What follows belongs to an exercise in optimizing a design on an open flow for small area, a short achievable clock period and few clock cycles; a production flow would make more cautious choices. Only simulation tests tie the RTL to the original design; equivalence was not proved.

==> flow/run.sh <==
#!/bin/bash
# synth_recipe.tcl (not shown) runs the flow's synth.tcl, then flattens the netlist and writes it again
# the make line also repeats each setting of config.mk as NAME=value (left out here)
make -C /OpenROAD-flow-scripts/flow DESIGN_CONFIG=/design/flow/config.mk WORK_HOME=/design/flow/orfs CLKGATE_MAP_FILE= SYNTH_SCRIPT=/design/flow/synth_recipe.tcl finish
==> flow/config.mk <==
export PLATFORM = sky130hd
export DESIGN_NAME = circle_boundary_link_fraction_unit
export DESIGN_NICKNAME = circle_boundary_link_fraction_unit
export VERILOG_FILES = /design/flow/design.v
export SDC_FILE = /design/flow/constraint.sdc
export NUM_CORES = 4
export LEC_CHECK = 0
export CAP_MARGIN = 20
export CORE_MARGIN = 2
export CORE_UTILIZATION = 60
export PLACE_DENSITY = 0.75
export SLEW_MARGIN = 20
==> flow/constraint.sdc <==
create_clock -name core_clock -period 22.0 [get_ports {clk}]
set_input_delay 4.4000 -clock core_clock [delete_from_list [all_inputs] [get_ports {clk}]]
set_output_delay 4.4000 -clock core_clock [all_outputs]
set_load 0.01 [all_outputs]
==> flow/design.v <==
`timescale 1ns / 1ps
package cblf_pkg;
	localparam int FRAC_BITS_DEF = 16;
	localparam int CW  = 12;
	localparam int OW  = 14;
	localparam int FW  = 17;
	localparam int DW  = 4;
	localparam int NNB = 8;
endpackage
`timescale 1ns / 1ps
module cblf_link_gen #(
	parameter int CAP   = 4    
) (
	input  logic               clk,
	input  logic               arst_n,
	input  logic               in_valid,
	output logic               in_ready,
	input  logic               intake_open,
	input  logic signed [11:0] point_x,
	input  logic signed [11:0] point_y,
	input  logic [21:0]        r2,         
	input  logic               stall,      
	output logic               busy,
	output logic               lk_valid,
	output logic [2:0]         lk_k,
	output logic               lk_last,
	output logic               lk_first,
	output logic               lk_take,
	input  logic               tag_full,
	output logic signed [11:0] lk_x,
	output logic signed [11:0] lk_y,
	output logic [12:0]        lk_c
);
	logic               slot_ok;     
	logic [CAP-1:0]     qv;
	logic [7:0]         rest;
	logic               pop, push, emit, hfirst;
	assign pop     = emit && (rest == '0);
	assign slot_ok = !qv[CAP-1] || pop;
	logic               s1_v;
	logic [10:0]        x1, y1;
	logic               sx, sy;
	logic               s1_move;
	always_ff @(posedge clk or negedge arst_n) begin
		if (!arst_n) s1_v <= 1'b0;
		else if (s1_move) s1_v <= in_valid && in_ready;
	end
	always_ff @(posedge clk) begin
		if (in_valid && in_ready) begin
			sx <= point_x[11];
			sy <= point_y[11];
			x1 <= point_x[10:0] ^ {11{point_x[11]}};
			y1 <= point_y[10:0] ^ {11{point_y[11]}};
		end
	end
	logic [22:0] rx [12];
	logic [22:0] ry [12];
	logic [22:0] xsq, ysq;
	always_comb begin
		for (int i = 0; i < 11; i++) begin
			rx[i] = '0;
			ry[i] = '0;
			rx[i][2*i] = x1[i];
			ry[i][2*i] = y1[i];
			for (int j = i + 1; j < 11; j++) begin
				rx[i][i+j+1] = x1[i] & x1[j];
				ry[i][i+j+1] = y1[i] & y1[j];
			end
		end
		rx[11] = sx ? 23'({x1, 1'b1}) : 23'd0;
		ry[11] = sy ? 23'({y1, 1'b1}) : 23'd0;
	end
	assign xsq = rx[0] + rx[1] + rx[2] + rx[3] + rx[4] + rx[5] + rx[6] + rx[7] + rx[8] + rx[9] + rx[10] + rx[11];
	assign ysq = ry[0] + ry[1] + ry[2] + ry[3] + ry[4] + ry[5] + ry[6] + ry[7] + ry[8] + ry[9] + ry[10] + ry[11];
	logic               s2_v, s2_sx, s2_sy;
	logic [22:0]        s2_xsq, s2_ysq;
	logic [10:0]        s2_x1, s2_y1;
	logic signed [24:0] c_full;
	logic               ev_v, ev_ok;
	logic [12:0]        ev_c;
	logic               ev_sx, ev_sy;
	logic [10:0]        ev_x1, ev_y1;
	logic               ev_move;
	logic [7:0]         mask_in;
	assign ev_move  = !s2_v || slot_ok;
	assign s1_move  = !s1_v || ev_move;
	assign in_ready = intake_open && (!s1_v || !s2_v || !qv[CAP-1]);
	always_ff @(posedge clk or negedge arst_n) begin
		if (!arst_n) s2_v <= 1'b0;
		else if (ev_move) s2_v <= s1_v;
	end
	always_ff @(posedge clk) begin
		if (ev_move) begin
			s2_xsq <= xsq;
			s2_ysq <= ysq;
			s2_sx  <= sx;
			s2_sy  <= sy;
			s2_x1  <= x1;
			s2_y1  <= y1;
		end
	end
	assign c_full = 25'(s2_xsq) + 25'(s2_ysq) - 25'(r2);
	assign ev_v  = s2_v;
	assign ev_ok = (c_full[24:13] == '0);
	assign ev_c  = c_full[12:0];
	assign ev_sx = s2_sx;
	assign ev_sy = s2_sy;
	assign ev_x1 = s2_x1;
	assign ev_y1 = s2_y1;
	assign busy  = s1_v || s2_v || qv[0];
	logic signed [11:0] ev_x, ev_y;
	logic signed [13:0] vx, vy, vs, vd, vx1, vy1, vs1, vd1;
	logic signed [15:0] cc;
	assign ev_x = {ev_sx, ev_x1 ^ {11{ev_sx}}};
	assign ev_y = {ev_sy, ev_y1 ^ {11{ev_sy}}};
	assign vx  = 14'(ev_x);
	assign vy  = 14'(ev_y);
	assign vs  = vx + vy;
	assign vd  = vx - vy;
	assign vx1 = vx - 14'sd1;
	assign vy1 = vy - 14'sd1;
	assign vs1 = vs - 14'sd1;
	assign vd1 = vd - 14'sd1;
	assign cc  = $signed({3'b0, ev_c});
	always_comb begin
		mask_in[0] = cc <= $signed({vy1, 1'b1});
		mask_in[1] = cc <= $signed({~vy, 1'b1});
		mask_in[2] = cc <= $signed({vx1, 1'b1});
		mask_in[3] = cc <= $signed({vs1, 1'b0});
		mask_in[4] = cc <= $signed({vd1, 1'b0});
		mask_in[5] = cc <= $signed({~vx, 1'b1});
		mask_in[6] = cc <= $signed({~vd, 1'b0});
		mask_in[7] = cc <= $signed({~vs, 1'b0});
		if (!ev_ok) mask_in = '0;
	end
	logic signed [11:0] qx [CAP];
	logic signed [11:0] qy [CAP];
	logic [12:0]        qc [CAP];
	logic [7:0]         qm [CAP];
	logic [2:0]         pick;
	always_comb begin
		pick = 3'd0;
		for (int k = 7; k >= 0; k--) begin
			if (qm[0][k]) pick = 3'(k);
		end
	end
	assign rest = qm[0] & (qm[0] - 8'd1);
	assign emit = qv[0] && !stall && !(hfirst && tag_full);
	assign lk_take  = emit;
	assign lk_first = hfirst;
	always_ff @(posedge clk or negedge arst_n) begin
		if (!arst_n) hfirst <= 1'b1;
		else if (pop || !qv[0]) hfirst <= 1'b1;
		else if (emit) hfirst <= 1'b0;
	end
	assign push = ev_v && slot_ok && (mask_in != '0);
	assign lk_valid = qv[0];
	assign lk_k     = pick;
	assign lk_last  = (rest == '0);
	assign lk_x     = qx[0];
	assign lk_y     = qy[0];
	assign lk_c     = qc[0];
	for (genvar i = 0; i < CAP; i++) begin : g_q
		logic nxt_v, here;
		if (i + 1 < CAP) begin : g_n
			assign nxt_v = qv[i+1];
		end else begin : g_n
			assign nxt_v = 1'b0;
		end
		if (i == 0) begin : g_h
			assign here = pop ? !nxt_v : !qv[0];
		end else begin : g_h
			assign here = pop ? (qv[i] && !nxt_v) : (!qv[i] && qv[i-1]);
		end
		always_ff @(posedge clk or negedge arst_n) begin
			if (!arst_n) qv[i] <= 1'b0;
			else if (pop) qv[i] <= nxt_v || (push && here);
			else if (push && here) qv[i] <= 1'b1;
		end
		always_ff @(posedge clk) begin
			if (here && ev_v) begin
				qx[i] <= ev_x;
				qy[i] <= ev_y;
				qc[i] <= ev_c;
				qm[i] <= mask_in;
			end else if (pop) begin
				if (i + 1 < CAP) begin
					qx[i] <= qx[(i+1)%CAP];
					qy[i] <= qy[(i+1)%CAP];
					qc[i] <= qc[(i+1)%CAP];
					qm[i] <= qm[(i+1)%CAP];
				end
			end else if (i == 0 && emit) begin
				qm[i] <= rest;
			end
		end
	end
endmodule
`timescale 1ns / 1ps
module cblf_isqrt #(
	parameter int J = 15
) (
	input  logic [11:0] mq,
	input  logic [31:0] sig_i,     
	input  logic [15:0] w_i,       
	output logic [31:0] sig_o,     
	output logic [15:0] w_o
);
	localparam int TW = 31 - J;    
	logic [TW-1:0] s4, tau, diff;
	logic          take;
	assign s4 = TW'({sig_i[27-J:0], 2'b00});
	if (J == 15) begin : g_t
		assign tau = TW'({mq, 2'b11});
	end else begin : g_t
		assign tau = TW'({mq, ~w_i[14-J:0], 2'b11});
	end
	assign diff  = s4 - tau;
	assign take  = !diff[TW-1];
	assign sig_o = 32'(take ? diff[28-J:0] : s4[28-J:0]);
	assign w_o   = {w_i[14:0], take};
endmodule
`timescale 1ns / 1ps
module cblf_frac #(
	parameter int          TD    = 4,                         
	parameter logic [15:0] SPLIT = 16'b1010_1010_1010_1010    
) (
	input  logic               clk,
	input  logic               arst_n,
	input  logic               lk_valid,
	input  logic [2:0]         lk_k,
	input  logic               lk_last,
	input  logic               lk_first,   
	input  logic               lk_take,    
	output logic               tag_full,
	input  logic signed [11:0] lk_x,
	input  logic signed [11:0] lk_y,
	input  logic [12:0]        lk_c,
	input  logic [11:0]        ox,
	input  logic [11:0]        oy,
	output logic               stall,      
	output logic               busy,
	output logic               out_valid,
	input  logic               out_ready,
	output logic [3:0]         link_dir,
	output logic [3:0]         back_dir,
	output logic [13:0]        fluid_x,
	output logic [13:0]        fluid_y,
	output logic [13:0]        solid_x,
	output logic [13:0]        solid_y,
	output logic [13:0]        far_x,
	output logic [13:0]        far_y,
	output logic [16:0]        wall_fraction,
	output logic               last
);
	logic               a2_0, wh0, full0;
	logic signed [12:0] pa, pb;
	logic signed [1:0]  kc;
	logic [11:0]        mq0, mq0m;
	logic signed [13:0] e0;
	logic [12:0]        sig0;
	always_comb begin
		case (lk_k)
			3'd0:    begin pa = '0;           pb = 13'(lk_y);    kc = -2'sd1; end
			3'd1:    begin pa = '0;           pb = ~(13'(lk_y));   kc = 2'sd0;  end
			3'd2:    begin pa = 13'(lk_x);    pb = '0;           kc = -2'sd1; end
			3'd3:    begin pa = 13'(lk_x);    pb = 13'(lk_y);    kc = -2'sd1; end
			3'd4:    begin pa = 13'(lk_x);    pb = ~(13'(lk_y));   kc = 2'sd0;  end
			3'd5:    begin pa = ~(13'(lk_x));   pb = '0;           kc = 2'sd0;  end
			3'd6:    begin pa = ~(13'(lk_x));   pb = 13'(lk_y);    kc = 2'sd0;  end
			default: begin pa = ~(13'(lk_x));   pb = ~(13'(lk_y));   kc = 2'sd1;  end
		endcase
	end
	assign a2_0 = (lk_k == 3'd3) || (lk_k == 3'd4) || (lk_k == 3'd6) || (lk_k == 3'd7);
	assign mq0  = 12'(pa + pb + 13'(kc));
	assign mq0m = 12'(pa + pb + 13'(kc) - 13'sd1);
	assign e0   = 14'($signed({1'b0, lk_c})) + 14'(~pa) + 14'(~pb) + 14'sd1 - 14'(kc);
	assign wh0  = a2_0 && !e0[13];
	assign sig0 = !a2_0 ? lk_c : wh0 ? {e0[11:0], 1'b1} : {lk_c[11:0], 1'b0};
	assign full0 = (lk_c == {mq0, !a2_0});
	logic        v   [17];
	logic [11:0] m   [17];
	logic        a2  [17];
	logic        wh  [17];
	logic [31:0] sg  [17];
	logic [15:0] w   [17];
	logic        fl  [17];
	logic [2:0]  kk  [17];
	logic        ls  [17];
	logic [31:0] sgn [16];
	logic [15:0] wn  [16];
	logic [16:0] vbusy;
	logic        s0_v, s0_a2, s0_wh, s0_fl, s0_ls;
	logic [11:0] s0_mq0, s0_mq0m;
	logic [12:0] s0_sig;
	logic [2:0]  s0_k;
	always_ff @(posedge clk or negedge arst_n) begin
		if (!arst_n) s0_v <= 1'b0;
		else if (!stall) s0_v <= lk_take;
	end
	always_ff @(posedge clk) begin
		if (!stall) begin
			s0_mq0  <= mq0;
			s0_mq0m <= mq0m;
			s0_a2   <= a2_0;
			s0_wh   <= wh0;
			s0_sig  <= sig0;
			s0_fl   <= full0;
			s0_k    <= lk_k;
			s0_ls   <= lk_last;
		end
	end
	assign v[16]  = s0_v;
	assign m[16]  = s0_wh ? s0_mq0m : s0_mq0;
	assign a2[16] = s0_a2;
	assign wh[16] = s0_wh;
	assign sg[16] = 32'(s0_sig);
	assign fl[16] = s0_fl;
	assign kk[16] = s0_k;
	assign ls[16] = s0_ls;
	assign vbusy[16] = s0_v;
	assign w[16] = '0;
	for (genvar j = 15; j >= 0; j--) begin : g_it
		cblf_isqrt #(.J(j)) u_step (
			.mq(m[j+1]), .sig_i(sg[j+1]), .w_i(w[j+1]), .sig_o(sgn[j]), .w_o(wn[j])
		);
		if (SPLIT[j] && j > 0) begin : g_reg
			always_ff @(posedge clk or negedge arst_n) begin
				if (!arst_n) v[j] <= 1'b0;
				else if (!stall) v[j] <= v[j+1];
			end
			always_ff @(posedge clk) begin
				if (!stall) begin
					m[j]  <= m[j+1];
					a2[j] <= a2[j+1];
					wh[j] <= wh[j+1];
					sg[j] <= sgn[j];
					w[j]  <= wn[j];
					fl[j] <= fl[j+1];
					kk[j] <= kk[j+1];
					ls[j] <= ls[j+1];
				end
			end
			assign vbusy[j] = vbusy[j+1] || v[j];
		end else begin : g_wire
			assign v[j]  = v[j+1];
			assign m[j]  = m[j+1];
			assign a2[j] = a2[j+1];
			assign wh[j] = wh[j+1];
			assign sg[j] = sgn[j];
			assign w[j]  = wn[j];
			assign fl[j] = fl[j+1];
			assign kk[j] = kk[j+1];
			assign ls[j] = ls[j+1];
			assign vbusy[j] = vbusy[j+1];
		end
	end
	assign busy = vbusy[0];
	localparam int TPW = (TD <= 2) ? 1 : (TD <= 4) ? 2 : 3;    
	logic [13:0]         tfx [TD];
	logic [13:0]         tfy [TD];
	logic [TPW-1:0] twp, trp;
	logic [TPW:0] tcnt;
	logic                tpush, tpop;
	assign tpush    = lk_take && lk_first;
	assign tpop     = !stall && v[0] && ls[0];
	assign tag_full = (tcnt == (TPW+1)'(TD));
	always_ff @(posedge clk or negedge arst_n) begin
		if (!arst_n) begin
			twp  <= '0;
			trp  <= '0;
			tcnt <= '0;
		end else begin
			if (tpush) twp <= (twp == (TPW)'(TD - 1)) ? '0 : twp + 1'b1;
			if (tpop)  trp <= (trp == (TPW)'(TD - 1)) ? '0 : trp + 1'b1;
			if (tpush && !tpop) tcnt <= tcnt + 1'b1;
			else if (tpop && !tpush) tcnt <= tcnt - 1'b1;
		end
	end
	for (genvar i = 0; i < TD; i++) begin : g_tag
		always_ff @(posedge clk) begin
			if (tpush && twp == (TPW)'(i)) begin
				tfx[i] <= 14'(lk_x) + 14'(ox);
				tfy[i] <= 14'(lk_y) + 14'(oy);
			end
		end
	end
	logic        ov_a, ov_b;
	logic [2:0]  k_b, k_s;
	logic [13:0] fx_b, fy_b, fx_n, fy_n, fx_s, fy_s;
	logic [16:0] wf_b, wf_n, wf_s;
	logic        last_b, last_s;
	logic        push, take, load_a, load_b;
	assign stall  = ov_b;
	assign push   = v[0] && !ov_b;
	assign take   = ov_a && out_ready;
	assign load_a = ov_b ? take : (!ov_a || take);
	assign load_b = !ov_b && ov_a && !take;
	assign fx_n = tfx[trp];
	assign fy_n = tfy[trp];
	assign wf_n = fl[0] ? 17'h10000 : a2[0] ? {1'b0, wh[0], w[0][15:1]} : {1'b0, w[0]};
	assign k_s    = ov_b ? k_b : kk[0];
	assign fx_s   = ov_b ? fx_b : fx_n;
	assign fy_s   = ov_b ? fy_b : fy_n;
	assign wf_s   = ov_b ? wf_b : wf_n;
	assign last_s = ov_b ? last_b : ls[0];
	logic signed [1:0] di_s, dj_s;
	logic [3:0]        dir_s, back_s;
	always_comb begin
		case (k_s)
			3'd0, 3'd1: di_s = 2'sd0;
			3'd2, 3'd3, 3'd4: di_s = -2'sd1;
			default: di_s = 2'sd1;
		endcase
		case (k_s)
			3'd0, 3'd3, 3'd6: dj_s = -2'sd1;
			3'd2, 3'd5: dj_s = 2'sd0;
			default: dj_s = 2'sd1;
		endcase
		case (k_s)
			3'd0: begin dir_s = 4'd4; back_s = 4'd2; end
			3'd1: begin dir_s = 4'd2; back_s = 4'd4; end
			3'd2: begin dir_s = 4'd3; back_s = 4'd1; end
			3'd3: begin dir_s = 4'd7; back_s = 4'd5; end
			3'd4: begin dir_s = 4'd6; back_s = 4'd8; end
			3'd5: begin dir_s = 4'd1; back_s = 4'd3; end
			3'd6: begin dir_s = 4'd8; back_s = 4'd6; end
			default: begin dir_s = 4'd5; back_s = 4'd7; end
		endcase
	end
	always_ff @(posedge clk or negedge arst_n) begin
		if (!arst_n) begin
			ov_a <= 1'b0;
			ov_b <= 1'b0;
		end else begin
			if (load_a) ov_a <= ov_b || push;
			if (ov_b) begin
				if (take) ov_b <= 1'b0;
			end else if (load_b) begin
				ov_b <= push;
			end
		end
	end
	always_ff @(posedge clk) begin
		if (load_a) begin
			link_dir      <= dir_s;
			back_dir      <= back_s;
			fluid_x       <= fx_s;
			fluid_y       <= fy_s;
			solid_x       <= fx_s + 14'(di_s);
			solid_y       <= fy_s + 14'(dj_s);
			far_x         <= fx_s - 14'(di_s);
			far_y         <= fy_s - 14'(dj_s);
			wall_fraction <= wf_s;
			last          <= last_s;
		end
		if (load_b) begin
			k_b    <= kk[0];
			fx_b   <= fx_n;
			fy_b   <= fy_n;
			wf_b   <= wf_n;
			last_b <= ls[0];
		end
	end
	assign out_valid = ov_a;
endmodule
`timescale 1ns / 1ps
module circle_boundary_link_fraction_unit #(
	parameter int FRAC_BITS = cblf_pkg::FRAC_BITS_DEF
) (
	input  logic                           clk,
	input  logic                           arst_n,
	input  logic                           cfg_valid,
	output logic                           cfg_ready,
	input  logic [1:0]                     cfg_index,
	input  logic [11:0]                    cfg_data,
	input  logic                           in_valid,
	output logic                           in_ready,
	input  logic signed [cblf_pkg::CW-1:0] point_x,
	input  logic signed [cblf_pkg::CW-1:0] point_y,
	output logic                           out_valid,
	input  logic                           out_ready,
	output logic [cblf_pkg::DW-1:0]        link_dir,
	output logic [cblf_pkg::DW-1:0]        back_dir,
	output logic [cblf_pkg::OW-1:0]        fluid_x,
	output logic [cblf_pkg::OW-1:0]        fluid_y,
	output logic [cblf_pkg::OW-1:0]        solid_x,
	output logic [cblf_pkg::OW-1:0]        solid_y,
	output logic [cblf_pkg::OW-1:0]        far_x,
	output logic [cblf_pkg::OW-1:0]        far_y,
	output logic [cblf_pkg::FW-1:0]        wall_fraction,
	output logic                           last
);
	logic [21:0] r2_q;         
	logic [11:0] cx_q, cy_q;
	logic        addc_q;
	logic        pend_v;
	logic [1:0]  pend_idx;
	logic [11:0] pend_data;
	logic        busy_gen, busy_frac, idle, stall;
	logic [10:0] r_u;
	logic [21:0] r2_n;
	logic [21:0] rr [11];
	logic        lk_valid;
	logic [2:0]  lk_k;
	logic        lk_last, lk_first, lk_take, tag_full;
	logic signed [11:0] lk_x, lk_y;
	logic [12:0] lk_c;
	assign idle      = !busy_gen;
	logic idle_q;
	always_ff @(posedge clk or negedge arst_n) begin
		if (!arst_n) idle_q <= 1'b1;
		else idle_q <= idle && !(in_valid && in_ready);
	end
	assign cfg_ready = !pend_v || idle_q;
	assign r_u = pend_data[10:0] - 11'd1;
	always_comb begin
		for (int i = 0; i < 11; i++) begin
			rr[i] = '0;
			rr[i][2*i] = r_u[i];
			for (int j = i + 1; j < 11; j++) rr[i][i+j+1] = r_u[i] & r_u[j];
		end
	end
	assign r2_n = (pend_data[10:0] == '0) ? 22'd1 :
		rr[0] + rr[1] + rr[2] + rr[3] + rr[4] + rr[5] + rr[6] + rr[7] + rr[8] + rr[9] + rr[10];
	always_ff @(posedge clk or negedge arst_n) begin
		if (!arst_n) begin
			r2_q   <= '0;
			cx_q   <= '0;
			cy_q   <= '0;
			addc_q <= 1'b1;
			pend_v <= 1'b0;
		end else begin
			if (pend_v && idle) begin
				case (pend_idx)
					2'd0: r2_q <= r2_n;
					2'd1: cx_q <= pend_data;
					2'd2: cy_q <= pend_data;
					default: addc_q <= pend_data[0];
				endcase
			end
			if (cfg_valid && cfg_ready) pend_v <= 1'b1;
			else if (idle) pend_v <= 1'b0;
		end
	end
	always_ff @(posedge clk) begin
		if (cfg_valid && cfg_ready) begin
			pend_idx  <= cfg_index;
			pend_data <= cfg_data;
		end
	end
	cblf_link_gen u_gen (
		.clk(clk), .arst_n(arst_n),
		.in_valid(in_valid), .in_ready(in_ready), .intake_open(!pend_v),
		.point_x(point_x), .point_y(point_y),
		.r2(r2_q),
		.stall(stall), .busy(busy_gen),
		.lk_valid(lk_valid), .lk_k(lk_k), .lk_last(lk_last),
		.lk_first(lk_first), .lk_take(lk_take), .tag_full(tag_full),
		.lk_x(lk_x), .lk_y(lk_y), .lk_c(lk_c)
	);
	cblf_frac u_frac (
		.clk(clk), .arst_n(arst_n),
		.lk_valid(lk_valid), .lk_k(lk_k), .lk_last(lk_last),
		.lk_first(lk_first), .lk_take(lk_take), .tag_full(tag_full),
		.lk_x(lk_x), .lk_y(lk_y), .lk_c(lk_c),
		.ox(addc_q ? cx_q : 12'd0), .oy(addc_q ? cy_q : 12'd0),
		.stall(stall), .busy(busy_frac),
		.out_valid(out_valid), .out_ready(out_ready),
		.link_dir(link_dir), .back_dir(back_dir),
		.fluid_x(fluid_x), .fluid_y(fluid_y),
		.solid_x(solid_x), .solid_y(solid_y),
		.far_x(far_x), .far_y(far_y),
		.wall_fraction(wall_fraction), .last(last)
	);
endmodule
==> flow_metrics.py, run 1 <==
metrics = {
    "run_status": {
        "status": "complete, no violations",
    },
    "place": {
        "hpwl_um": 123000,
        "gp_congestion": 0.959,
        "io_buffers": 155,
    },
    "synth": {
        "yosys.area_share.simple_pct": 11.1,
        "synth-seq-cells": 1047,
        "synth_top_family_by_area": "adder cells",
        "synth_compound_area_share_pct": 14.4,
        "syn_inst": 6658,
        "synth_fa_ha_area_share_pct": 16.3,
        "ys.warnings.count": 178,
        "synth_ff_type": "edfxtp_1",
        "syn-cell-area_um2": 70700,
        "synth_edf_count": 974,
        "syn_avg_cell_area_um2": 10.6,
        "syn-num-nets": 7540,
        "ys_seq_area_share_pct": 44.0,
        "ys_async_sr_fraction_pct": 6.97,
        "synthXorXnorAreaFrac_pct": 6.22,
        "synthDistinctLibCells": 108,
        "muxShareOfSynthArea_pct": 3.98,
    },
    "sta": {
        "period_needed_ps": 6940,
        "slew_viol_final": 0,
        "timing.hold.ws_ps": 360,
        "rsz0062_at_grt": "no",
        "hold_viol": 0,
        "finalCritPeriodShare_pct": 31.5,
        "finClkSkew_ps": 73.3,
        "fmax_ghz": 0.144,
        "slew_headroom_pct": 24.3,
        "tightest_slew_ps": 1130,
        "finalSetupViolations": 0,
        "setup_tns_ps": 0,
    },
    "critical_path": {
        "endpoint_kind": "flop",
        "path_class": "reg -> reg",
        "arrival_ps": 7510,
        "required_ps": 22580,
        "crit_path_start_kind": "flop",
        "cp_max_fo": 12,
    },
    "die": {
        "io_pins": 156,
        "dieWidth_um": 347,
        "start_util_pct": 60.7,
        "dieArea_um2": 121000,
        "fp-row-count": 125,
        "coreArea_um2": 117000,
        "die_y_um": 347,
    },
    "final_layout": {
        "most-common-layout-cells": "edfxtp_1 (974), ha_1 (713), nand2_1 (579)",
        "n_fill_cell": 8757,
        "final_nets": 7685,
        "register_area_um2": 31100,
        "multi_input_area_um2": 36900,
        "final_common_cell": "edfxtp_1",
        "final_layout_size_suffix_gt1_share_pct": 7.17,
        "antenna_cells": 0,
        "area_growth_pct": 10.2,
    },
    "route": {
        "drc_errors": 0,
        "ant_nets": 0,
        "dr.pass1.iters": 8,
        "drt_wl_total_um": 164000,
        "viasPerCell": 5.99,
        "wl_per_cell_um": 19.5,
        "first_iter_violations": 4405,
        "vias": 50414,
    },
    "clocking": {
        "cts_buffer_depth": 3,
        "cts_root_buf": "clkbuf_16",
        "cts_resized": 0,
        "cts_sinks": 1047,
        "cts-htree-levels": 3,
        "post_cts_buffers": 0,
        "holdBufCountCts": 0,
        "clk-insertion-delay-late_ps": 750,
        "clkSlewWorstSetupHoldPaths_ps": 70,
        "cts_buffers": 112,
        "cts_tree": "built",
    },
    "global_route": {
        "grtUsageTotal_pct": 27.1,
        "grt_pass1_vias": 49332,
        "antenna_found_initial": 1,
        "grt_pass1_wl_um": 263000,
        "grt-ovfl-total": 0,
        "grt_max_degree": 184,
    },
    "job": {
        "maxCapViolCount": 0,
    },
    "hold_path": {
        "min_path_type": "reg -> reg",
    },
}
[area by class of cell]
class | count | share of cell area (%)
Multi-Input combinational cell | 4863 | 47.3
Sequential cell | 1047 | 39.9
Clock buffer | 131 | 3.77
Inverter | 573 | 2.78
Timing Repair Buffer | 206 | 2.52
Tap cell | 1524 | 2.45
Clock inverter | 79 | 1.26
[cell families (layout without fill, tap and decap cells)]
kind of cell / count (synthesis) / after routing
simple gates: 1685 / 1685
fa+ha+maj: 844 / 844
xor+xnor: 497 / 497
flops: 1047 / 1047
buf+inv: 748 / 989
compound gates: 1577 / 1577
mux: 260 / 260
[worst paths after layout]
kind	start	cells past startpoint	to	slack, ps
setup reg to reg	u_gen.s2_xsq[3]$_DFFE_PP_	22	u_gen.qm[0][3]$_DFFE_PP_	15060
min in group asynchronous	arst_n	1	pend_v$_DFFE_PN0P_	3620
hold reg to reg	u_frac.wh[11]$_DFFE_PN_	0	u_frac.wh[9]$_DFFE_PN_	360
max in group asynchronous	arst_n	2	u_frac.ov_b$_DFF_PN0_	17450
hold / removal	u_frac.wh[11]$_DFFE_PN_	0	u_frac.wh[9]$_DFFE_PN_	360
setup / recovery	u_gen.s2_xsq[3]$_DFFE_PP_	22	u_gen.qm[0][3]$_DFFE_PP_	15060
[flip-flops by register name (all words and copies together), names as in the netlist, 17 cells and up]
name                  count
u_frac.sg               160
u_frac.m                 96
u_frac.w                 64
u_frac.tfx               56
u_frac.tfy               56
u_gen.qc                 52
u_gen.qx                 48
u_gen.qy                 48
u_gen.qm                 32
u_frac.kk                24
u_gen.s2_xsq             22
u_gen.s2_ysq             22
r2_q                     21
u_frac.wall_fraction     17
u_frac.wf_b              17
[through the flow]
step	util [%]	instance area [um2]	instances	worst slack, ps
final	66.8	77900	8423	15060
after global routing	66.8	77900	8423	14560
after CTS	66.8	77900	8423	15030
after detailed placement	63.5	74000	8213	15210
after global placement	63.5	74000	8213	15310
after floorplan	-	70700	6658	4350
[worst max-delay path, stage by stage, from the launching register on]
cell,delay [ps]
edfxtp_1,390
ha_1,340
a211oi_1,290
o21ai_0,190
and3b_1,220
or2_2,340
a21oi_1,150
ha_1,330
and3_1,220
o21ai_0,300
nand3b_1,190
xnor2_1,690
clkinv_1,690
ha_1,560
nand3_1,80
or3_1,370
nor2_1,100
mux2i_1,100
o32a_1,300
a21oi_2,400
and2b_1,280
nor2_1,70
a31oi_1,190
[metal layers]
metal | GRT usage [%] | wire length [um]
met1 | 38.0 | 73200
met2 | 44.6 | 76500
met3 | 3.09 | 9940
met4 | 7.96 | 4720
met5 | 0 | 0
[synth_stat cells, types with 38 or more instances]
master / count / share of area, %
nand2b_1: 67 / 0.59
xnor2_1: 342 / 4.2
and3_1: 48 / 0.42
a21oi_1: 395 / 2.8
xor2_1: 152 / 1.9
nand3_1: 80 / 0.57
and2_1: 119 / 1.1
nor2_1: 443 / 2.4
o31ai_1: 67 / 0.71
a21o_1: 141 / 1.5
o21ai_0: 424 / 3.0
inv_1: 564 / 3.0
edfxtp_1: 974 / 41
nor3_1: 112 / 0.79
mux2i_1: 90 / 1.3
a31oi_1: 57 / 0.50
mux2_2: 170 / 2.7
fa_1: 126 / 3.6
dfrtp_1: 70 / 2.5
ha_1: 713 / 13
nand2_1: 582 / 3.1
o21bai_1: 73 / 0.78
clkbuf_1: 140 / 0.74
nor2b_1: 76 / 0.67
o21a_1: 68 / 0.72
nand4_1: 38 / 0.34
Testbench counts, summed over its fixed seeds: cycles 8,852.
==> run 2, diff against run 1 <==
--- a/flow/config.mk
+++ b/flow/config.mk
@@ -7,6 +7,6 @@
 export LEC_CHECK = 0
 export CAP_MARGIN = 20
 export CORE_MARGIN = 2
-export CORE_UTILIZATION = 60
-export PLACE_DENSITY = 0.75
+export CORE_UTILIZATION = 35
+export PLACE_DENSITY = 0.6
 export SLEW_MARGIN = 20
==> run 2 against run 1 <==
  * Critical path type unchanged
  * Clock skew rose by 6.7 ps
  * Flip-flop and latch count did not move
  * First-iteration DRC count down 27%
==> flow_metrics.py, run 2 <==
metrics = {
    "synth": {
        "ys_seq_area_share_pct": 44.0,
        "synthDistinctLibCells": 108,
        "post-synth-top-area-cell": "edfxtp_1",
        "synth_top_area_share_pct": 41.4,
        "synth_ff_type": "edfxtp_1",
        "ys.warnings.count": 178,
        "ys_async_sr_fraction_pct": 6.97,
        "synth-seq-cells": 1047,
        "syn_avg_cell_area_um2": 10.6,
        "syn-cell-area_um2": 70700,
        "syn-num-nets": 7540,
        "syn_inst": 6658,
        "synthTopCellsByArea": "edfxtp_1 (41%), ha_1 (13%), xnor2_1 (4.2%), fa_1 (3.6%), nand2_1 (3.1%)",
        "synth_common_cells": "edfxtp_1 (974), ha_1 (713), nand2_1 (582)",
        "synth_edf_count": 974,
        "yosysMostFrequentCell": "edfxtp_1",
    },
    "clocking": {
        "cts_tree": "built",
        "post_cts_buffers": 0,
        "cts_buffers": 116,
        "holdBufCountCts": 0,
        "cts_resized": 0,
        "cts-htree-levels": 3,
        "cts_root_buf": "clkbuf_16",
        "cts_buffer_depth": 3,
        "cts_sinks": 1047,
        "clkSlewWorstSetupHoldPaths_ps": 60,
        "clk-insertion-delay-late_ps": 790,
    },
    "sta": {
        "hold_viol": 0,
        "finalCritPeriodShare_pct": 30.6,
        "finalSetupViolations": 0,
        "setup_tns_ps": 0,
        "period_needed_ps": 6740,
        "slew_viol_final": 0,
        "finClkSkew_ps": 80.1,
        "rsz0062_at_grt": "no",
        "tightest_slew_ps": 1070,
        "fmax_ghz": 0.148,
        "slew_headroom_pct": 28.5,
        "timing.hold.ws_ps": 382,
    },
    "route": {
        "ant_nets": 0,
        "first_iter_violations": 3227,
        "drc_errors": 0,
        "drt_wl_total_um": 169000,
        "dr.pass1.iters": 6,
        "viasPerCell": 5.14,
        "wl_per_cell_um": 17.7,
        "vias": 49186,
    },
    "die": {
        "die_y_um": 453,
        "start_util_pct": 35.3,
        "dieWidth_um": 453,
        "dieArea_um2": 206000,
        "coreArea_um2": 200000,
        "fp-row-count": 164,
        "io_pins": 156,
    },
    "critical_path": {
        "arrival_ps": 7200,
        "critPathMaxStageDelay_ps": 450,
        "crit_path_start_kind": "flop",
        "required_ps": 22470,
        "worstSetupPathDepth": 25,
        "cp_max_fo": 25,
        "cpMaxStageDelayCell": "edfxtp_1",
        "path_class": "reg -> reg",
        "r2r_slack_ps": 15260,
        "r2r_cells": 25,
        "path_delay_family": "compound AO/OA/AOI/OAI gates",
        "cp_num_buf_inv": 1,
        "endpoint_kind": "flop",
    },
    "global_route": {
        "grt_pass1_wl_um": 268000,
        "antenna_found_initial": 2,
        "grtUsageTotal_pct": 16.2,
        "grt-ovfl-total": 0,
        "grt_pass1_vias": 48894,
        "grt_max_degree": 184,
    },
    "final_layout": {
        "final_common_cell": "edfxtp_1",
        "largest_register_ffs": 160,
        "final_layout_size_suffix_gt1_share_pct": 7.21,
        "largest_register": "u_frac.sg",
        "most-common-layout-cells": "edfxtp_1 (974), ha_1 (712), nand2_1 (579)",
        "fin_cells": 9566,
        "final_nets": 7689,
        "biggestRegsByFlops": "u_frac.sg: 160 flops, u_frac.m: 96 flops, u_frac.w: 64 flops",
        "area_growth_pct": 12.2,
        "utilization_pct": 39.6,
    },
    "place": {
        "gp_congestion": 0.895,
        "hpwl_um": 130000,
        "io_buffers": 155,
        "placedCellCount": 9345,
    },
    "hold_path": {
        "holdPathStages": 0,
        "min_path_type": "reg -> reg",
    },
    "run_status": {
        "status": "complete, no violations",
    },
    "job": {
        "maxCapViolCount": 0,
    },
}
run 2: cell count changes in the layout (fill, tap and decap cells not counted), sizes merged:
| cell | change |
|---|---|
| clkinv | +8 |
| diode | +1 |
| clkbuf | +5 |
| bufinv | -1 |
| inv | +2 |
| clkinvlp | -4 |
run 2: per-stage QoR:
step	setup slack [ps]	instance area, um2
4_1_cts	15220	79300
3_5_place_dp	15140	75400
6_report	15260	79300
2_1_floorplan	4350	70700
5_1_grt	14740	79300
3_3_place_gp	15150	75400
run 2: kinds of logic after synthesis:
logic type               Yosys count  synth area share (%)
adder cells (fa/ha/maj)          844                  16.3
buffers and inverters            748                  4.04
XOR/XNOR                         497                  6.22
AND/OR/NAND/NOR                 1685                  11.1
AO/OA/AOI/OAI                   1577                  14.4
multiplexers                     260                  3.98
flip-flops                      1047                  44.0
run 2: final cells by class:
type	count	area (um2)
timing repair buffer	206	1940
tap	2656	3320
clock inverter	84	973
inverter	573	2170
antenna	1	2.50
clock buffer	136	3000
fill	19310	121000
multi-input combinational	4863	36900
sequential	1047	31100
run 2: worst paths after layout:
kind	startpoint	to
worst max-delay path	u_frac.w[3][0]$_DFFE_PN_	u_frac.sg[1][26]$_DFFE_PN_
worst min-delay path	u_frac.a2[13]$_DFFE_PN_	u_frac.a2[11]$_DFFE_PN_
worst max register to register	u_frac.w[3][0]$_DFFE_PN_	u_frac.sg[1][26]$_DFFE_PN_
worst min register to register	u_frac.a2[13]$_DFFE_PN_	u_frac.a2[11]$_DFFE_PN_
max in group asynchronous	arst_n	r2_q[20]$_DFFE_PN0P_
min in group asynchronous	arst_n	u_frac.twp[0]$_DFFE_PN0P_
run 2: worst register-to-register path, delay by kind of cell, from the launching register on:
| family | cells | cell delay (ps) |
|---|---|---|
| compound gates | 13 | 3590 |
| mux | 1 | 270 |
| simple gates | 6 | 860 |
| buf+inv | 1 | 340 |
| fa+ha+maj | 3 | 820 |
| xor+xnor | 1 | 90 |
| flops | 1 | 450 |
run 2: layer usage:
layer	global-route usage, %	up-vias	share of wire [%]
met2	29.0	857	50
met4	5.64	0	3.2
met3	1.72	245	3.3
met5	0	-	0
met1	20.2	23676	44
li1	-	24408	-
==> run 3, diff against run 2 <==
--- a/flow/design.v
+++ b/flow/design.v
@@ -110,6 +110,9 @@
 	assign busy  = s1_v || s2_v || qv[0];
 	logic signed [11:0] ev_x, ev_y;
 	logic signed [13:0] vx, vy, vs, vd, vx1, vy1, vs1, vd1;
+	logic signed [13:0] ax, ay, as_, ad;
+	logic               px, py, ps, pd;
+	logic               sx_ok, sy_ok, ss_ok, sd_ok;
 	logic signed [15:0] cc;
 	assign ev_x = {ev_sx, ev_x1 ^ {11{ev_sx}}};
 	assign ev_y = {ev_sy, ev_y1 ^ {11{ev_sy}}};
@@ -121,16 +124,28 @@
 	assign vy1 = vy - 14'sd1;
 	assign vs1 = vs - 14'sd1;
 	assign vd1 = vd - 14'sd1;
+	assign px  = !vx1[13];
+	assign py  = !vy1[13];
+	assign ps  = !vs1[13];
+	assign pd  = !vd1[13];
+	assign ax  = px ? vx1 : ~vx;
+	assign ay  = py ? vy1 : ~vy;
+	assign as_ = ps ? vs1 : ~vs;
+	assign ad  = pd ? vd1 : ~vd;
 	assign cc  = $signed({3'b0, ev_c});
+	assign sx_ok = cc <= $signed({ax, 1'b1});
+	assign sy_ok = cc <= $signed({ay, 1'b1});
+	assign ss_ok = cc <= $signed({as_, 1'b0});
+	assign sd_ok = cc <= $signed({ad, 1'b0});
 	always_comb begin
-		mask_in[0] = cc <= $signed({vy1, 1'b1});
-		mask_in[1] = cc <= $signed({~vy, 1'b1});
-		mask_in[2] = cc <= $signed({vx1, 1'b1});
-		mask_in[3] = cc <= $signed({vs1, 1'b0});
-		mask_in[4] = cc <= $signed({vd1, 1'b0});
-		mask_in[5] = cc <= $signed({~vx, 1'b1});
-		mask_in[6] = cc <= $signed({~vd, 1'b0});
-		mask_in[7] = cc <= $signed({~vs, 1'b0});
+		mask_in[0] = sy_ok && py;
+		mask_in[1] = sy_ok && !py;
+		mask_in[2] = sx_ok && px;
+		mask_in[3] = ss_ok && ps;
+		mask_in[4] = sd_ok && pd;
+		mask_in[5] = sx_ok && !px;
+		mask_in[6] = sd_ok && !pd;
+		mask_in[7] = ss_ok && !ps;
 		if (!ev_ok) mask_in = '0;
 	end
 	logic signed [11:0] qx [CAP];
@@ -280,7 +295,6 @@
 	assign full0 = (lk_c == {mq0, !a2_0});
 	logic        v   [17];
 	logic [11:0] m   [17];
-	logic        a2  [17];
 	logic        wh  [17];
 	logic [31:0] sg  [17];
 	logic [15:0] w   [17];
@@ -290,7 +304,7 @@
 	logic [31:0] sgn [16];
 	logic [15:0] wn  [16];
 	logic [16:0] vbusy;
-	logic        s0_v, s0_a2, s0_wh, s0_fl, s0_ls;
+	logic        s0_v, s0_wh, s0_fl, s0_ls;
 	logic [11:0] s0_mq0, s0_mq0m;
 	logic [12:0] s0_sig;
 	logic [2:0]  s0_k;
@@ -302,7 +316,6 @@
 		if (!stall) begin
 			s0_mq0  <= mq0;
 			s0_mq0m <= mq0m;
-			s0_a2   <= a2_0;
 			s0_wh   <= wh0;
 			s0_sig  <= sig0;
 			s0_fl   <= full0;
@@ -312,7 +325,6 @@
 	end
 	assign v[16]  = s0_v;
 	assign m[16]  = s0_wh ? s0_mq0m : s0_mq0;
-	assign a2[16] = s0_a2;
 	assign wh[16] = s0_wh;
 	assign sg[16] = 32'(s0_sig);
 	assign fl[16] = s0_fl;
@@ -332,7 +344,6 @@
 			always_ff @(posedge clk) begin
 				if (!stall) begin
 					m[j]  <= m[j+1];
-					a2[j] <= a2[j+1];
 					wh[j] <= wh[j+1];
 					sg[j] <= sgn[j];
 					w[j]  <= wn[j];
@@ -345,7 +356,6 @@
 		end else begin : g_wire
 			assign v[j]  = v[j+1];
 			assign m[j]  = m[j+1];
-			assign a2[j] = a2[j+1];
 			assign wh[j] = wh[j+1];
 			assign sg[j] = sgn[j];
 			assign w[j]  = wn[j];
@@ -398,7 +408,7 @@
 	assign load_b = !ov_b && ov_a && !take;
 	assign fx_n = tfx[trp];
 	assign fy_n = tfy[trp];
-	assign wf_n = fl[0] ? 17'h10000 : a2[0] ? {1'b0, wh[0], w[0][15:1]} : {1'b0, w[0]};
+	assign wf_n = fl[0] ? 17'h10000 : (kk[0][1:0] == 2'b11 || kk[0] == 3'd4 || kk[0] == 3'd6) ? {1'b0, wh[0], w[0][15:1]} : {1'b0, w[0]};
 	assign k_s    = ov_b ? k_b : kk[0];
 	assign fx_s   = ov_b ? fx_b : fx_n;
 	assign fy_s   = ov_b ? fy_b : fy_n;
==> run 3 against run 2 <==
  * Routed wire length shrank 1.8%
  * Final area shrank 2.1%
  * Critical path depth grew 1
  * Synthesized area shrank 2.1%
  * Count of clock-buffer cells in the layout grew 4
  * Fmax shrank 8.4%
  * Register-to-register slack lost 620 ps
  * Cell count shrank 3.1%
  * Synthesized cell count shrank 4.1%
  * Largest cell class unchanged
==> flow_metrics.py, run 3 <==
metrics = {
    "place": {
        "placedCellCount": 9054,
        "hpwl_um": 127000,
        "gp_congestion": 0.891,
        "io_buffers": 155,
    },
    "sta": {
        "setup_tns_ps": 0,
        "finalSetupViolations": 0,
        "rsz0062_at_grt": "no",
        "finClkSkew_ps": 56.6,
        "hold_viol": 0,
        "period_needed_ps": 7360,
        "fmax_ghz": 0.136,
        "slew_viol_final": 0,
        "slew_headroom_pct": 30.9,
        "finalCritPeriodShare_pct": 33.4,
        "tightest_slew_ps": 1030,
    },
    "global_route": {
        "grtUsageTotal_pct": 16.2,
        "grt_max_degree": 187,
        "grt_pass1_wl_um": 264000,
        "grt-ovfl-total": 0,
        "antenna_found_initial": 0,
        "grt_pass1_vias": 47541,
    },
    "route": {
        "viasPerCell": 5.10,
        "wl_per_cell_um": 17.9,
        "vias": 47313,
        "dr.pass1.iters": 6,
        "drt_wl_total_um": 166000,
        "drc_errors": 0,
        "first_iter_violations": 2988,
        "ant_nets": 0,
    },
    "synth": {
        "synth_ff_type": "edfxtp_1",
        "syn_avg_cell_area_um2": 10.8,
        "synth-seq-cells": 1038,
        "syn-num-nets": 7245,
        "syn-cell-area_um2": 69200,
        "yosysMostFrequentCell": "edfxtp_1",
        "synth_common_cells": "edfxtp_1 (965), ha_1 (690), inv_1 (547)",
        "synth_top_area_share_pct": 41.9,
        "ys_async_sr_fraction_pct": 7.03,
        "syn_inst": 6386,
        "synthDistinctLibCells": 109,
        "ys.warnings.count": 160,
        "post-synth-top-area-cell": "edfxtp_1",
        "synthTopCellsByArea": "edfxtp_1 (42%), ha_1 (12%), xnor2_1 (4.2%), mux2_2 (3.7%), fa_1 (3.6%)",
        "ys_seq_area_share_pct": 44.5,
        "synth_edf_count": 965,
    },
    "final_layout": {
        "most-common-layout-cells": "edfxtp_1 (965), ha_1 (690), inv_1 (546)",
        "final_common_cell": "edfxtp_1",
        "largest_register": "u_frac.sg",
        "multi_input_area_um2": 35700,
        "antenna_cells": 0,
        "final_nets": 7390,
        "n_fill_cell": 19082,
        "biggestRegsByFlops": "u_frac.sg: 160 flops, u_frac.m: 96 flops, u_frac.w: 64 flops",
        "largest_register_ffs": 160,
        "final_layout_size_suffix_gt1_share_pct": 8.39,
        "area_growth_pct": 12.3,
        "fin_cells": 9270,
        "register_area_um2": 30800,
    },
    "clocking": {
        "cts_resized": 0,
        "holdBufCountCts": 0,
        "cts_root_buf": "clkbuf_16",
        "cts_buffers": 113,
        "cts-htree-levels": 3,
        "cts_sinks": 1038,
        "post_cts_buffers": 0,
        "cts_buffer_depth": 3,
        "clkSlewWorstSetupHoldPaths_ps": 60,
        "clk-insertion-delay-late_ps": 770,
        "cts_tree": "built",
    },
    "hold_path": {
        "min_path_type": "reg -> reg",
    },
    "critical_path": {
        "cpMaxStageDelayCell": "and2_1",
        "arrival_ps": 7870,
        "endpoint_kind": "flop",
        "r2r_slack_ps": 14640,
        "path_class": "reg -> reg",
        "crit_path_frequent_cell": "a21oi_1",
        "cp_max_fo": 27,
        "critPathMaxStageDelay_ps": 730,
        "crit_path_start_kind": "flop",
        "required_ps": 22510,
    },
    "die": {
        "dieArea_um2": 201000,
        "fp-row-count": 163,
        "io_pins": 156,
        "dieWidth_um": 449,
        "die_y_um": 449,
        "start_util_pct": 35.1,
        "coreArea_um2": 197000,
    },
    "job": {
        "maxCapViolCount": 0,
    },
    "run_status": {
        "status": "complete, no violations",
    },
}
-- run 3: cell count changes in the layout (fill, tap and decap cells not counted), moves of 18 or more --
cell / previous run / this run
nor2_1: 442 / 375
nand2_1: 579 / 517
nand3_1: 78 / 104
o31ai_1: 67 / 27
inv_1: 564 / 546
o21ai_0: 423 / 396
xor2_1: 152 / 172
mux2_2: 170 / 228
ha_1: 712 / 690
-- run 3: worst max-delay path, delay by kind of cell, from the launching register on --
family,cells,cell delay (ps)
DFF,1,440
AOI/OAI and AO/OA,16,3260
adders and majority gates,2,760
buffers and inverters,2,680
muxes,2,810
and+or+nand+nor,4,1130
-- run 3: final timing paths --
check,from,endpoint,cells past startpoint
min,u_frac.s0_ls$_DFFE_PN_,u_frac.ls[15]$_DFFE_PN_,0
min in group asynchronous,arst_n,u_frac.ov_a$_DFFE_PN0P_,1
max in group asynchronous,arst_n,r2_q[18]$_DFFE_PN0P_,2
max reg2reg,u_frac.w[3][6]$_DFFE_PN_,u_frac.sg[1][24]$_DFFE_PN_,26
min reg2reg,u_frac.s0_ls$_DFFE_PN_,u_frac.ls[15]$_DFFE_PN_,0
max,u_frac.w[3][6]$_DFFE_PN_,u_frac.sg[1][24]$_DFFE_PN_,26
-- run 3: routing by layer --
metal | track usage, % | wire, um
met5 | 0 | 0
met1 | 20.6 | 73300
met2 | 28.5 | 81500
met4 | 5.54 | 6050
met3 | 2.01 | 5470
-- run 3: final cells by class --
type / instances / share of cell area [%]
clock buffers: 140 / 3.85
well taps: 2640 / 4.25
repair buffers: 197 / 2.47
inverters: 553 / 2.69
multi-input cells: 4628 / 46.0
flip-flops and latches: 1038 / 39.6
clock inverters: 74 / 1.13
-- run 3: logic make-up (layout without fill, tap and decap cells) --
logic type	count (synthesis)	count (layout)	synth area share, %
xor gates and xnor gates	517	517	6.75
adders and majority gates	817	817	16.1
AOI/OAI and AO/OA	1434	1434	13.1
and+or+nand+nor	1550	1550	10.6
buffers and inverters	720	964	4.00
muxes	310	310	4.89
DFF	1038	1038	44.5
-- run 3: through the flow --
step	hold WS (ps)	worst slack [ps]	util, %	area (um2)
after CTS	366	14770	39.4	77700
after floorplan	400	4570	-	69200
after global placement	401	14880	37.5	73800
after detailed placement	405	14810	37.5	73800
after global routing	380	14080	39.4	77700
final	390	14640	39.4	77700
Testbench counts of run 3, summed over its fixed seeds: cycles 8,852.
==> run 4, diff against run 3 <==
--- a/flow/design.v
+++ b/flow/design.v
@@ -15,7 +15,7 @@
 	input  logic               arst_n,
 	input  logic               in_valid,
 	output logic               in_ready,
-	input  logic               intake_open,
+	input  logic               intake_open_n,   
 	input  logic signed [11:0] point_x,
 	input  logic signed [11:0] point_y,
 	input  logic [21:0]        r2,         
@@ -41,9 +41,11 @@
 	logic [10:0]        x1, y1;
 	logic               sx, sy;
 	logic               s1_move;
+	logic s1_v_n, s2_v_n;
+	assign s1_v_n = s1_move ? (in_valid && in_ready) : s1_v;
 	always_ff @(posedge clk or negedge arst_n) begin
 		if (!arst_n) s1_v <= 1'b0;
-		else if (s1_move) s1_v <= in_valid && in_ready;
+		else s1_v <= s1_v_n;
 	end
 	always_ff @(posedge clk) begin
 		if (in_valid && in_ready) begin
@@ -83,11 +85,16 @@
 	logic               ev_move;
 	logic [7:0]         mask_in;
 	assign ev_move  = !s2_v || slot_ok;
+	assign s2_v_n   = ev_move ? s1_v : s2_v;
 	assign s1_move  = !s1_v || ev_move;
-	assign in_ready = intake_open && (!s1_v || !s2_v || !qv[CAP-1]);
+	logic qlast_n;
+	always_ff @(posedge clk or negedge arst_n) begin
+		if (!arst_n) in_ready <= 1'b1;
+		else in_ready <= intake_open_n && (!s1_v_n || !s2_v_n || !qlast_n);
+	end
 	always_ff @(posedge clk or negedge arst_n) begin
 		if (!arst_n) s2_v <= 1'b0;
-		else if (ev_move) s2_v <= s1_v;
+		else s2_v <= s2_v_n;
 	end
 	always_ff @(posedge clk) begin
 		if (ev_move) begin
@@ -176,7 +183,11 @@
 	assign lk_y     = qy[0];
 	assign lk_c     = qc[0];
 	for (genvar i = 0; i < CAP; i++) begin : g_q
-		logic nxt_v, here;
+		logic nxt_v, here, qv_n;
+		assign qv_n = pop ? (nxt_v || (push && here)) : ((push && here) || qv[i]);
+		if (i == CAP - 1) begin : g_last
+			assign qlast_n = qv_n;
+		end
 		if (i + 1 < CAP) begin : g_n
 			assign nxt_v = qv[i+1];
 		end else begin : g_n
@@ -189,8 +200,7 @@
 		end
 		always_ff @(posedge clk or negedge arst_n) begin
 			if (!arst_n) qv[i] <= 1'b0;
-			else if (pop) qv[i] <= nxt_v || (push && here);
-			else if (push && here) qv[i] <= 1'b1;
+			else qv[i] <= qv_n;
 		end
 		always_ff @(posedge clk) begin
 			if (here && ev_v) begin
@@ -517,12 +527,17 @@
 	logic signed [11:0] lk_x, lk_y;
 	logic [12:0] lk_c;
 	assign idle      = !busy_gen;
-	logic idle_q;
+	logic idle_q, pend_v_n, idle_q_n;
 	always_ff @(posedge clk or negedge arst_n) begin
 		if (!arst_n) idle_q <= 1'b1;
-		else idle_q <= idle && !(in_valid && in_ready);
+		else idle_q <= idle_q_n;
+	end
+	assign pend_v_n = (cfg_valid && cfg_ready) || (pend_v && !idle);
+	assign idle_q_n = idle && !(in_valid && in_ready);
+	always_ff @(posedge clk or negedge arst_n) begin
+		if (!arst_n) cfg_ready <= 1'b1;
+		else cfg_ready <= !pend_v_n || idle_q_n;
 	end
-	assign cfg_ready = !pend_v || idle_q;
 	assign r_u = pend_data[10:0] - 11'd1;
 	always_comb begin
 		for (int i = 0; i < 11; i++) begin
@@ -549,8 +564,7 @@
 					default: addc_q <= pend_data[0];
 				endcase
 			end
-			if (cfg_valid && cfg_ready) pend_v <= 1'b1;
-			else if (idle) pend_v <= 1'b0;
+			pend_v <= pend_v_n;
 		end
 	end
 	always_ff @(posedge clk) begin
@@ -561,7 +575,7 @@
 	end
 	cblf_link_gen u_gen (
 		.clk(clk), .arst_n(arst_n),
-		.in_valid(in_valid), .in_ready(in_ready), .intake_open(!pend_v),
+		.in_valid(in_valid), .in_ready(in_ready), .intake_open_n(!pend_v_n || idle_q_n),
 		.point_x(point_x), .point_y(point_y),
 		.r2(r2_q),
 		.stall(stall), .busy(busy_gen),
==> run 4 against run 3 <==
  * Still clean
  * Count of clock-buffer cells in the layout shrank 3
  * Core utilization is essentially flat
  * Sequential share of layout area grew 0.082 points
  * Die area shrank 0.21%
  * Critical path type unchanged
==> flow_metrics.py, run 4 <==
metrics = {
    "critical_path": {
        "path_class": "reg -> reg",
        "cpMaxStageDelayCell": "edfxtp_1",
        "timing.rr.start": "u_gen.s2_sy$_DFFE_PN_",
        "r2r_slack_ps": 14420,
        "r2r-end": "u_gen.qv[2]$_DFF_PN0_",
        "cp_max_fo": 20,
        "critPathMaxStageDelay_ps": 780,
        "r2r_cells": 27,
        "endpoint_kind": "flop",
        "required_ps": 22620,
        "crit_path_start_kind": "flop",
        "arrival_ps": 8210,
    },
    "route": {
        "viasPerCell": 5.09,
        "wl_per_cell_um": 18.0,
        "dr.pass1.iters": 7,
        "drc_errors": 0,
        "ant_nets": 0,
        "first_iter_violations": 3096,
        "vias": 47706,
        "drt_wl_total_um": 168000,
    },
    "final_layout": {
        "final_nets": 7487,
        "final_common_cell": "edfxtp_1",
        "final_layout_size_suffix_gt1_share_pct": 7.36,
        "largest_register": "u_frac.sg",
        "area_growth_pct": 12.4,
        "largest_register_ffs": 160,
        "most-common-layout-cells": "edfxtp_1 (965), ha_1 (686), nand2_1 (603)",
        "biggestRegsByFlops": "u_frac.sg: 160 flops, u_frac.m: 96 flops, u_frac.w: 64 flops",
        "fin_cells": 9370,
    },
    "synth": {
        "synth_fa_ha_area_share_pct": 16.1,
        "synth_ff_type": "edfxtp_1",
        "ys_seq_area_share_pct": 44.6,
        "synth_edf_count": 965,
        "synth_compound_area_share_pct": 13.5,
        "yosysMostFrequentCell": "edfxtp_1",
        "syn_avg_cell_area_um2": 10.7,
        "ys_async_sr_fraction_pct": 7.12,
        "synthDistinctLibCells": 93,
        "syn-num-nets": 7329,
        "synth-seq-cells": 1039,
        "syn-cell-area_um2": 69100,
        "synth_common_cells": "edfxtp_1 (965), ha_1 (686), nand2_1 (607)",
        "synth_top_area_share_pct": 42.0,
        "synth_top_family_by_area": "adder cells",
        "synthXorXnorAreaFrac_pct": 6.73,
        "muxShareOfSynthArea_pct": 4.31,
        "post-synth-top-area-cell": "edfxtp_1",
        "synthTopCellsByArea": "edfxtp_1 (42%), ha_1 (12%), xnor2_1 (4.7%), fa_1 (3.7%), nand2_1 (3.3%)",
        "yosys.area_share.simple_pct": 10.8,
        "syn_inst": 6474,
        "ys.warnings.count": 160,
    },
    "sta": {
        "slew_viol_final": 0,
        "setup_tns_ps": 0,
        "finClkSkew_ps": 50.1,
        "finalSetupViolations": 0,
        "slew_headroom_pct": 28.4,
        "fmax_ghz": 0.132,
        "finalCritPeriodShare_pct": 34.5,
        "hold_viol": 0,
        "tightest_slew_ps": 1060,
        "period_needed_ps": 7580,
        "rsz0062_at_grt": "no",
    },
    "global_route": {
        "grt-ovfl-total": 0,
        "antenna_found_initial": 3,
        "grt_use_met2_pct": 29.0,
        "grt_pass1_wl_um": 265000,
        "grtUsageTotal_pct": 16.6,
        "busiest_layer": "met2",
        "grt_pass1_vias": 47423,
        "grt_use_met1_pct": 21.5,
        "grt_max_degree": 190,
        "use_met3_pct": 2.02,
    },
    "die": {
        "io_pins": 156,
        "dieArea_um2": 201000,
        "fp-row-count": 163,
        "start_util_pct": 35.1,
        "die_y_um": 448,
        "dieWidth_um": 448,
        "coreArea_um2": 197000,
    },
    "clocking": {
        "clkSlewWorstSetupHoldPaths_ps": 60,
        "clk-insertion-delay-late_ps": 760,
        "cts-htree-levels": 3,
        "cts_buffer_depth": 3,
        "cts_sinks": 1039,
        "cts_root_buf": "clkbuf_16",
        "cts_tree": "built",
        "cts_resized": 0,
        "holdBufCountCts": 0,
        "post_cts_buffers": 0,
        "cts_buffers": 114,
    },
    "run_status": {
        "status": "complete, no violations",
    },
    "place": {
        "io_buffers": 155,
        "gp_congestion": 0.875,
        "placedCellCount": 9156,
        "hpwl_um": 128000,
    },
    "hold_path": {
        "hold_path_end": "u_frac.kk[15][1]$_DFFE_PN_",
        "holdPathStages": 0,
        "hold_start": "u_frac.s0_k[1]$_DFFE_PN_",
        "min_path_type": "reg -> reg",
    },
    "job": {
        "maxCapViolCount": 0,
    },
}
[run 4: cell count changes after synthesis, sizes merged, moves of 11 or more]
cell / delta
nor3: -11
mux2: -42
a21oi: +34
o21ai: +39
xor2: -14
xnor2: +26
nand3: -37
nand2: +87
clkbuf: -14
nor2: +24
[run 4: worst max path at each step]
stage / start / to / slack (ps) / cells after the start
after floorplan: u_frac.ov_b$_DFF_PN0_ / u_frac.far_x[12]$_DFFE_PP_ / 4590 / 18
after global placement: u_gen.s2_sy$_DFFE_PN_ / u_gen.qv[2]$_DFF_PN0_ / 14340 / 26
after detailed placement: u_gen.s2_sy$_DFFE_PN_ / u_gen.qv[1]$_DFF_PN0_ / 14470 / 27
after CTS: u_gen.s2_sy$_DFFE_PN_ / u_gen.qv[2]$_DFF_PN0_ / 14460 / 27
after global routing: u_gen.s2_sy$_DFFE_PN_ / u_gen.qv[2]$_DFF_PN0_ / 14010 / 27
final: u_gen.s2_sy$_DFFE_PN_ / u_gen.qv[2]$_DFF_PN0_ / 14420 / 27
[run 4: cell type report]
class	instances	area, um2
Clock buffer	137	3000
Sequential cell	1039	30800
Inverter	563	2120
Clock inverter	76	857
Antenna cell	1	2.50
Timing Repair Buffer	199	1890
Fill cell	19053	119000
Multi-Input combinational cell	4715	35600
Tap cell	2640	3300
[run 4: critical path, delay by kind of cell, from the launching register on]
kind	cells	cell delay, ps
XOR/XNOR	2	820
adder cells (fa/ha/maj)	3	1090
flip-flops	1	780
AO/OA/AOI/OAI	15	3280
AND/OR/NAND/NOR	6	1230
buffers and inverters	1	250
[run 4: cell families after synthesis]
group / Yosys count
buf+inv: 720
simple gates: 1605
flops: 1039
fa+ha+maj: 815
xor+xnor: 529
compound gates: 1494
mux: 272
[run 4: routing by layer]
metal	routed length, um	vias to the layer above	share of wire [%]
li1	-	23543	-
met1	76200	23144	45
met2	82400	802	49
met3	5780	217	3.4
met4	4060	0	2.4
met5	0	-	0
[run 4: metrics by stage]
stage	worst slack [ps]	instance area, um2	hold WS, ps	util (%)
floorplan	4590	69100	400	-
global placement	14340	73700	401	37.5
detailed placement	14470	73700	405	37.5
CTS	14460	77600	416	39.4
global route	14010	77600	422	39.4
finish	14420	77600	404	39.4
Testbench counts of run 4, summed over its fixed seeds: cycles 8,820.

## what the ideal ports hide
Ports are ideal in the flow. The routed layouts listed here were re-timed in OpenROAD. Step 1 assumes that a clkbuf_16 drives the clock port and a buf_2 every other input. Step 2 moves the port delays by t, midway between the first and last clock arrival at a register: inputs arrive t later, outputs are due t later. That takes back most of the time a late clock gives input paths. a / b / c = no drivers / after step 1 / after step 2; a / b = the first two.
run | shift t [ns] | slack for setup (ns) | worst data-port slew with drivers (ns)
run 1 | 0.775 | 15.065 / 15.065 / 15.065 | 0.05
run 2 | 0.833 | 15.263 / 15.256 / 15.144 | 0.06
run 3 | 0.828 | 14.642 / 14.642 / 14.642 | 0.04
run 4 | 0.824 | 14.417 / 14.417 / 14.417 | 0.05
After both steps every run listed still meets setup and hold. The setup slack of run 2, which loses most, moves by -0.007 ns with the drivers and by -0.119 ns with both steps.
